What follows belongs to an exercise in optimizing a design on an open flow for small area, a short achievable clock period and few clock cycles per item; a production flow would make more cautious choices. The RTL was checked by simulation tests, not by an equivalence proof against the original design.

===== flow/config.mk =====
export PLATFORM = sky130hd
export DESIGN_NAME = simonCipherTop
export DESIGN_NICKNAME = simonCipherTop
export VERILOG_FILES = /design/flow/design.v
export SDC_FILE = /design/flow/constraint.sdc
export NUM_CORES = 8
export LEC_CHECK = 0
export CAP_MARGIN = 20
export CORE_MARGIN = 2
export CORE_UTILIZATION = 25
export SLEW_MARGIN = 20

===== flow/design.v =====
package simonCipherPkg;
	typedef logic [32-1:0] simonWord;
	typedef logic [2*32-1:0] simonBlock;
	typedef logic [4*32-1:0] simonKey;
	typedef logic [5:0] roundIdx;
endpackage
package simonPacketPkg;
	typedef logic [18*8-1:0] pktBytes;
	typedef logic [7:0] infoByte;
	typedef logic [7:0] pktCount;
	typedef enum logic [1:0]
	{
		sIdle,
		sLatch,
		sCheck,
		sIssue
	} pktInState;
endpackage
`timescale 1ns/10ps
module simonPacketIn
(
	input logic clk,
	input logic rstN,
	input logic pktReq,
	input simonPacketPkg::pktBytes pktIn,
	input logic coreBusy,
	input logic loadData,
	input logic loadKey,
	output logic pktLoad,
	output logic pktDone,
	output logic pktError,
	output logic newKey,
	output logic newData,
	output simonCipherPkg::simonKey key,
	output simonCipherPkg::simonBlock dataBlock,
	output simonPacketPkg::pktCount blockCount
);
simonPacketPkg::pktInState state;
simonPacketPkg::pktBytes pkt;
simonPacketPkg::infoByte info;
simonPacketPkg::pktCount count;
simonPacketPkg::pktCount expCount;
logic [4*32-1:0] words;
logic reqDly;
logic reqPend;		 
logic busy;		 
logic secondBlk;
logic badPkt;
logic keyPkt;
logic twoBlock;
logic holdOff;
assign words = pkt[127:0];
assign count = pkt[135:128];
assign info = pkt[143:136];
assign badPkt = (info[3:0] != 4'h3) || (count != expCount) || info[4];
assign keyPkt = info[5];
assign twoBlock = info[7] && !keyPkt;
assign holdOff = coreBusy || newData || loadData || newKey || loadKey;
always_ff @(posedge clk, negedge rstN)
begin
	if (!rstN)
	begin
		state <= simonPacketPkg::sIdle;
		reqDly <= 1'b0;
		reqPend <= 1'b0;
		busy <= 1'b0;
		secondBlk <= 1'b0;
		expCount <= '0;
		pktLoad <= 1'b0;
		pktDone <= 1'b0;
		pktError <= 1'b0;
		newKey <= 1'b0;
		newData <= 1'b0;
	end
	else
	begin
		reqDly <= pktReq;
		pktLoad <= 1'b0;
		if (newData && loadData)
			newData <= 1'b0;
		if (newKey && loadKey)
			newKey <= 1'b0;
		unique case (state)
		simonPacketPkg::sIdle:
		begin
			if (busy)
			begin
				if (!holdOff)
					state <= simonPacketPkg::sIssue;
			end
			else if (reqPend)
				state <= simonPacketPkg::sLatch;
		end
		simonPacketPkg::sLatch:
		begin
			pktLoad <= 1'b1;
			pktDone <= 1'b0;
			reqPend <= 1'b0;
			state <= simonPacketPkg::sCheck;
		end
		simonPacketPkg::sCheck:
		begin
			expCount <= expCount + 1'b1;	 
			if (badPkt)
			begin
				pktError <= 1'b1;
				pktDone <= 1'b1;
			end
			else
				busy <= 1'b1;
			state <= simonPacketPkg::sIdle;
		end
		simonPacketPkg::sIssue:
		begin
			if (keyPkt)
				newKey <= 1'b1;
			else
				newData <= 1'b1;
			if (twoBlock && !secondBlk)
				secondBlk <= 1'b1;
			else
			begin
				secondBlk <= 1'b0;
				busy <= 1'b0;
				pktDone <= 1'b1;
			end
			state <= simonPacketPkg::sIdle;
		end
		endcase
		if (pktReq && !reqDly)
			reqPend <= 1'b1;
	end
end
always_ff @(posedge clk)
begin
	if (state == simonPacketPkg::sLatch)
		pkt <= pktIn;
	if (state == simonPacketPkg::sIssue)
	begin
		if (keyPkt)
			key <= words;
		else
		begin
			dataBlock <= secondBlk ? words[127:64] : words[63:0];
			blockCount <= count;
		end
	end
end
endmodule
`timescale 1ns/10ps
module simonKeySchedule
(
	input logic clk,
	input logic rstN,
	input logic newKey,
	input simonCipherPkg::simonKey key,
	input simonCipherPkg::roundIdx round,
	output logic loadKey,
	output logic keyReady,
	output simonCipherPkg::simonWord roundKey
);
localparam logic [61:0] z3Seq = 62'b11110000101100111001010001001000000111101001100011010111011011;
simonCipherPkg::simonWord rk [44];
simonCipherPkg::roundIdx idx;	 
simonCipherPkg::simonWord tmp;
simonCipherPkg::simonWord nextKey;
logic expanding;
logic takeKey;
function automatic simonCipherPkg::simonWord rotRight(input simonCipherPkg::simonWord w,
	input int s);
	rotRight = (w >> s) | (w << (32 - s));
endfunction
assign takeKey = newKey && !expanding && !loadKey;
always_comb
begin
	tmp = rotRight(rk[idx - 1], 3) ^ rk[idx - 3];
	nextKey = rk[idx - 4] ^ tmp ^ rotRight(tmp, 1) ^ 32'hFFFF_FFFC ^ z3Seq[idx - 4];
end
always_ff @(posedge clk, negedge rstN)
begin
	if (!rstN)
	begin
		loadKey <= 1'b0;
		keyReady <= 1'b0;
		expanding <= 1'b0;
		idx <= 4;
	end
	else
	begin
		loadKey <= takeKey;
		if (takeKey)
		begin
			expanding <= 1'b1;
			keyReady <= 1'b0;
			idx <= 4;
		end
		else if (expanding)
		begin
			if (idx == 44)	 
			begin
				expanding <= 1'b0;
				keyReady <= 1'b1;
			end
			else
				idx <= idx + 1'b1;
		end
	end
end
always_ff @(posedge clk)
begin
	if (takeKey)
	begin
		for (int i = 0; i < 4; i++)
			rk[i] <= key[32*i +: 32];
	end
	else if (expanding && idx != 44)
		rk[idx] <= nextKey;
end
assign roundKey = rk[round];
endmodule
`timescale 1ns/10ps
module simonRoundCore
(
	input logic clk,
	input logic rstN,
	input logic newData,
	input simonCipherPkg::simonBlock dataBlock,
	input logic keyReady,
	input simonPacketPkg::pktCount blockCount,
	input simonCipherPkg::simonWord roundKey,
	output logic loadData,
	output logic coreBusy,
	output simonCipherPkg::roundIdx round,
	output logic cipherValid,
	output simonCipherPkg::simonBlock cipherBlock,
	output simonPacketPkg::pktCount cipherCount
);
simonCipherPkg::simonWord x;	 
simonCipherPkg::simonWord y;
simonCipherPkg::simonWord fx;
logic startBlk;
function automatic simonCipherPkg::simonWord rotLeft(input simonCipherPkg::simonWord w,
	input int s);
	rotLeft = (w << s) | (w >> (32 - s));
endfunction
assign startBlk = newData && keyReady && !coreBusy;
assign fx = (rotLeft(x, 1) & rotLeft(x, 8)) ^ rotLeft(x, 2);
always_ff @(posedge clk, negedge rstN)
begin
	if (!rstN)
	begin
		loadData <= 1'b0;
		coreBusy <= 1'b0;
		round <= '0;
		cipherValid <= 1'b0;
	end
	else
	begin
		loadData <= startBlk;
		cipherValid <= 1'b0;
		if (startBlk)
		begin
			coreBusy <= 1'b1;
			round <= '0;
		end
		else if (coreBusy)
		begin
			if (round == 44 - 1)
			begin
				coreBusy <= 1'b0;
				cipherValid <= 1'b1;
				round <= '0;
			end
			else
				round <= round + 1'b1;
		end
	end
end
always_ff @(posedge clk)
begin
	if (startBlk)
	begin
		x <= dataBlock[63:32];
		y <= dataBlock[31:0];
		cipherCount <= blockCount;	 
	end
	else if (coreBusy)
	begin
		x <= y ^ fx ^ roundKey;
		y <= x;
	end
end
assign cipherBlock = {x, y};
endmodule
`timescale 1ns/10ps
module simonPacketOut
(
	input logic clk,
	input logic rstN,
	input logic cipherValid,
	input simonCipherPkg::simonBlock cipherBlock,
	input simonPacketPkg::pktCount cipherCount,
	output logic outValid,
	output simonPacketPkg::pktBytes outPkt
);
localparam simonPacketPkg::infoByte outInfo = {3'b000, 1'b1, 4'h3};
simonPacketPkg::pktBytes nextPkt;
always_comb
begin
	nextPkt = '0;
	nextPkt[63:0] = cipherBlock;	 
	nextPkt[135:128] = cipherCount;
	nextPkt[143:136] = outInfo;
end
always_ff @(posedge clk, negedge rstN)
begin
	if (!rstN)
		outValid <= 1'b0;
	else
		outValid <= cipherValid;
end
always_ff @(posedge clk)
begin
	if (cipherValid)
		outPkt <= nextPkt;
end
endmodule
`timescale 1ns/10ps
module simonCipherTop
(
	input logic clk,
	input logic rstN,
	input logic pktReq,
	input simonPacketPkg::pktBytes pktIn,
	output logic pktLoad,
	output logic pktDone,
	output logic pktError,
	output logic outValid,
	output simonPacketPkg::pktBytes outPkt
);
logic newKey;
logic newData;
logic loadKey;
logic loadData;
logic keyReady;
logic coreBusy;
logic cipherValid;
simonCipherPkg::simonKey key;
simonCipherPkg::simonBlock dataBlock;
simonCipherPkg::simonBlock cipherBlock;
simonCipherPkg::simonWord roundKey;
simonCipherPkg::roundIdx round;
simonPacketPkg::pktCount blockCount;
simonPacketPkg::pktCount cipherCount;
simonPacketIn packetIn
(
	.clk(clk),
	.rstN(rstN),
	.pktReq(pktReq),
	.pktIn(pktIn),
	.coreBusy(coreBusy),
	.loadData(loadData),
	.loadKey(loadKey),
	.pktLoad(pktLoad),
	.pktDone(pktDone),
	.pktError(pktError),
	.newKey(newKey),
	.newData(newData),
	.key(key),
	.dataBlock(dataBlock),
	.blockCount(blockCount)
);
simonKeySchedule keySchedule
(
	.clk(clk),
	.rstN(rstN),
	.newKey(newKey),
	.key(key),
	.round(round),
	.loadKey(loadKey),
	.keyReady(keyReady),
	.roundKey(roundKey)
);
simonRoundCore roundCore
(
	.clk(clk),
	.rstN(rstN),
	.newData(newData),
	.dataBlock(dataBlock),
	.keyReady(keyReady),
	.blockCount(blockCount),
	.roundKey(roundKey),
	.loadData(loadData),
	.coreBusy(coreBusy),
	.round(round),
	.cipherValid(cipherValid),
	.cipherBlock(cipherBlock),
	.cipherCount(cipherCount)
);
simonPacketOut packetOut
(
	.clk(clk),
	.rstN(rstN),
	.cipherValid(cipherValid),
	.cipherBlock(cipherBlock),
	.cipherCount(cipherCount),
	.outValid(outValid),
	.outPkt(outPkt)
);
endmodule

===== flow/constraint.sdc =====
create_clock -name core_clock -period 10.0 [get_ports {clk}]
set_input_delay 2.0000 -clock core_clock [delete_from_list [all_inputs] [get_ports {clk}]]
set_output_delay 2.0000 -clock core_clock [all_outputs]
set_load 0.01 [all_outputs]

===== flow/run.sh =====
#!/bin/bash
# synth_recipe.tcl (not shown) runs the flow's synth.tcl, then flattens the netlist and writes it again
# the make line also repeats each setting of config.mk as NAME=value (left out here)
make -C /OpenROAD-flow-scripts/flow DESIGN_CONFIG=/design/flow/config.mk WORK_HOME=/design/flow/orfs CLKGATE_MAP_FILE= SYNTH_SCRIPT=/design/flow/synth_recipe.tcl finish

==> run summary <==
## routing by layer
| metal | up-vias | share of wire, % | global-route usage (%) |
|---|---|---|---|
| met5 | - | 0.046 | 0 |
| met4 | 26 | 9.1 | 16.7 |
| met3 | 2389 | 18 | 10.8 |
| met2 | 9309 | 40 | 29.9 |
| met1 | 43100 | 33 | 26.2 |
| li1 | 31400 | - | - |
## how the worst min path moves through the flow
stage                        startpoint                        to  slack (ns)
2_1_floorplan           packetIn.reqDly          packetIn.reqPend        0.40
3_3_place_gp     packetIn.blockCount[2]  roundCore.cipherCount[2]        0.40
3_5_place_dp   roundCore.cipherCount[7]     packetOut.outPkt[135]        0.40
4_1_cts          packetIn.blockCount[2]  roundCore.cipherCount[2]        0.41
5_1_grt          packetIn.blockCount[6]  roundCore.cipherCount[6]        0.42
6_report         packetIn.blockCount[2]  roundCore.cipherCount[2]        0.42
## worst register-to-register path, cell delays in order (launching register included)
cell	delay [ns]
dfstp_4	1.15
inv_2	0.70
ha_4	0.86
buf_4	0.85
buf_4	0.89
nor2_1	0.25
a21oi_1	0.35
o22ai_1	0.20
xnor2_1	0.21
xnor2_1	0.64
clkinv_1	1.11
## registers in the layout, summed over array words and instances (netlist names), 2 cells and up
signal                 count
roundCore.round            6
roundCore.x               32
packetOut.outPkt          72
packetIn.blockCount        8
packetIn.state             2
packetIn.key             128
roundCore.y               32
keySchedule.idx            6
keySchedule.rk          1408
packetIn.dataBlock        64
packetIn.expCount          8
roundCore.cipherCount      8
packetIn.pkt             143
## kinds of logic (layout without fill, tap and decap cells)
logic type      after synthesis  after routing  share of synthesized area (%)
fa+ha+maj                     7              7                         0.0795
mux                        1656           1656                           27.1
compound gates             1406           1406                           8.40
simple gates               1704           1704                           6.39
flops                      1933           1933                           52.6
buf+inv                     774            948                           3.59
other cells                   2            154                        0.00682
xor+xnor                    229            229                           1.91
## per-stage QoR
| stage | cell area, um^2 |
|---|---|
| floorplan | 110000 |
| global placement | 120000 |
| detailed placement | 120000 |
| CTS | 127000 |
| global route | 127000 |
| finish | 127000 |
## cell usage in the layout, fill, tap and decap left out, types with 35 or more instances in the layout
cell type	instances
edfxtp_1	1895
mux4_2	1032
nand2_1	1022
mux2i_1	372
a21oi_1	362
buf_4	268
nor2_1	253
o21ai_0	240
mux2_2	231
clkdlybuf4s50_1	220
clkbuf_16	213
nand3_1	205
xnor2_1	140
a221oi_1	128
a22oi_1	100
a31oi_1	98
diode_2	82
o22ai_1	77
conb_1	72
o21ai_1	58
nor2_4	54
a32oi_1	54
xor2_1	49
o221ai_1	47
clkinv_1	46
nand4_1	45
a211oi_1	44
clkbuf_1	39
clkinv_2	35
## layout make-up
| class | count | area, um^2 | area share (%) |
|---|---|---|---|
| Clock inverter | 135 | 1530 | 1.21 |
| Antenna cell | 82 | 205 | 0.161 |
| Tap cell | 5880 | 7360 | 5.79 |
| Inverter | 33 | 153 | 0.120 |
| Clock buffer | 256 | 5520 | 4.34 |
| Multi-Input combinational cell | 5074 | 49500 | 38.9 |
| Sequential cell | 1933 | 57900 | 45.6 |
| Timing Repair Buffer | 524 | 4980 | 3.92 |
==> impl_metrics.ini <==
[drt]
ant_nets = 0
drt_iter0_markers = 17100
wl_um = 506000
dr.pass1.iters = 9
drt-vias-per-instance = 6.19
via_count = 86200
remaining_drc_errors = 0
wl_per_cell_um = 36.4

[setup_path]
cp-start-kind = register
cpMaxStageDelayCell = dfstp_4
cp-startpoint = keySchedule.idx[2]
regToRegSetupSlack_ns = 2.15
worst_setup_path_end_kind = register
crit_end = keySchedule.rk[40][31]
worstPathRequired_ns = 10.26
worst-path-max-fanout = 46
critical_path_class = reg -> reg
r2r_start = keySchedule.idx[2]
worst_r2r_endpoint = keySchedule.rk[40][31]
cp_top_family = buffers and inverters
cp.arrival_ns = 8.11
worst_path_largest_cell_delay_ns = 1.15
path_cells = inv_2, ha_4, buf_4, buf_4, nor2_1, a21oi_1, o22ai_1, xnor2_1, xnor2_1, clkinv_1
r2r_cells = 10
crit_buf_inv = 4
cp.depth = 10

[place]
post-place-ws_ns = 2.85
numPortBuffers = 221
dp_hpwl_um = 307000
place_congestion = 0.973
placed_cells_incl_taps = 13400

[synthesis]
async_reset_ff_share_pct = 1.97
synth.ff_latch_count = 1933
synth_edf_count = 1895
yosys-top-cells-area = edfxtp_1 52%, mux4_2 21%, nand2_1 3.5%, mux2i_1 3.4%, mux2_2 2.4%
avgSynthCellArea_um2 = 14.3
synth_area_um2 = 110000
synth_top_area_share_pct = 51.7
synth_top_area_cell = edfxtp_1
ys_warn_count = 4
syn_inst = 7711
synth_most_common_cell = edfxtp_1
ys.flop_type = edfxtp_1
yosysUniqueCellTypes = 87
synth_common_cells = 1895 x edfxtp_1, 1034 x nand2_1, 1032 x mux4_2
ys_seq_area_share_pct = 52.6

[sta]
worst_slack_ns = 2.15
fmax_mhz = 127
hold_violations = 0
rsz0062_at_grt = no
fin_setup_tns_ns = 0
hold_ws_ns = 0.415
fin_crit_sh_pct = 78.5
min_period_ns = 7.85
relSlewSlack_pct = 11.9
clock_skew_ns = 0.0390
max_slew.worst_pin.slew_ns = 1.32
slew_violations = 0
setup_violations = 0

[clock_network]
cts_made_buffers = 207
hold_buffers = 0
post_cts_resized = 0
path_clk_slew_ns = 0.07
htree_num_levels = 4
post_cts_buffers = 0
cts.sinks = 1933
cts_buffer_depth = 3
cts-root-buf = clkbuf_16
cts_tree = yes
clock_latency_ns = 0.90

[flow_run]
max-cap-violations = 0

[die]
die_h_um = 668
coreArea_um2 = 438000
fp.dieW_um = 668
initial_core_util_pct = 25.1
rows = 243
dieArea_um2 = 446000
pin_count = 295

[worst_hold_path]
holdPathStages = 0
hold_class = reg -> reg

[grt]
grt_pass1_wl_um = 681000
grt_max_degree = 106
grt_pass1_vias = 79400
grt_use_total_pct = 21.9
globalRouteOverflowTotal = 0
antenna_found_initial = 56

[finish]
synthToLayoutAreaGrowth_pct = 15.4
fin_nets = 7927
instances_no_fill = 13900
drive_above_1_share_pct = 25.8
fin_util_pct = 29.0
fillCellCount = 43800

[run_status]
status = timing/DRC/antenna clean
Testbench counts, summed over its fixed seeds: cycles 28,113, blocks 583.

afterwards: timing with drivers on the ports:
Ports are ideal in the flow. The routed layout listed here was re-timed in OpenROAD.
Step 1 sets driving cells, clkbuf_16 on the clock port and buf_2 on the other inputs (assumed; they add their load-dependent delay and slew).
Step 2 adds t to the input delays and takes it off the output delays; t is the mean of the earliest and latest rising clock arrival at the registers after step 1. Input paths then give back, and output paths get back, about the clock's delay inside the block.
Slacks: no drivers / after step 1 / after step 2; pairs: no drivers / after step 1.
t, ns: 0.968
slack for setup (ns): 2.155 / 2.155 / 2.155
hold WS [ns]: 0.415 / 0.415 / 0.415
clock arrival spread, ns: 0.041 / 0.041
slew at the worst register clock pin (ns): 0.07 / 0.07
After both steps this run still meets setup and hold. The setup slack of this run moves by 0.000 ns with the drivers and by 0.000 ns with both steps.
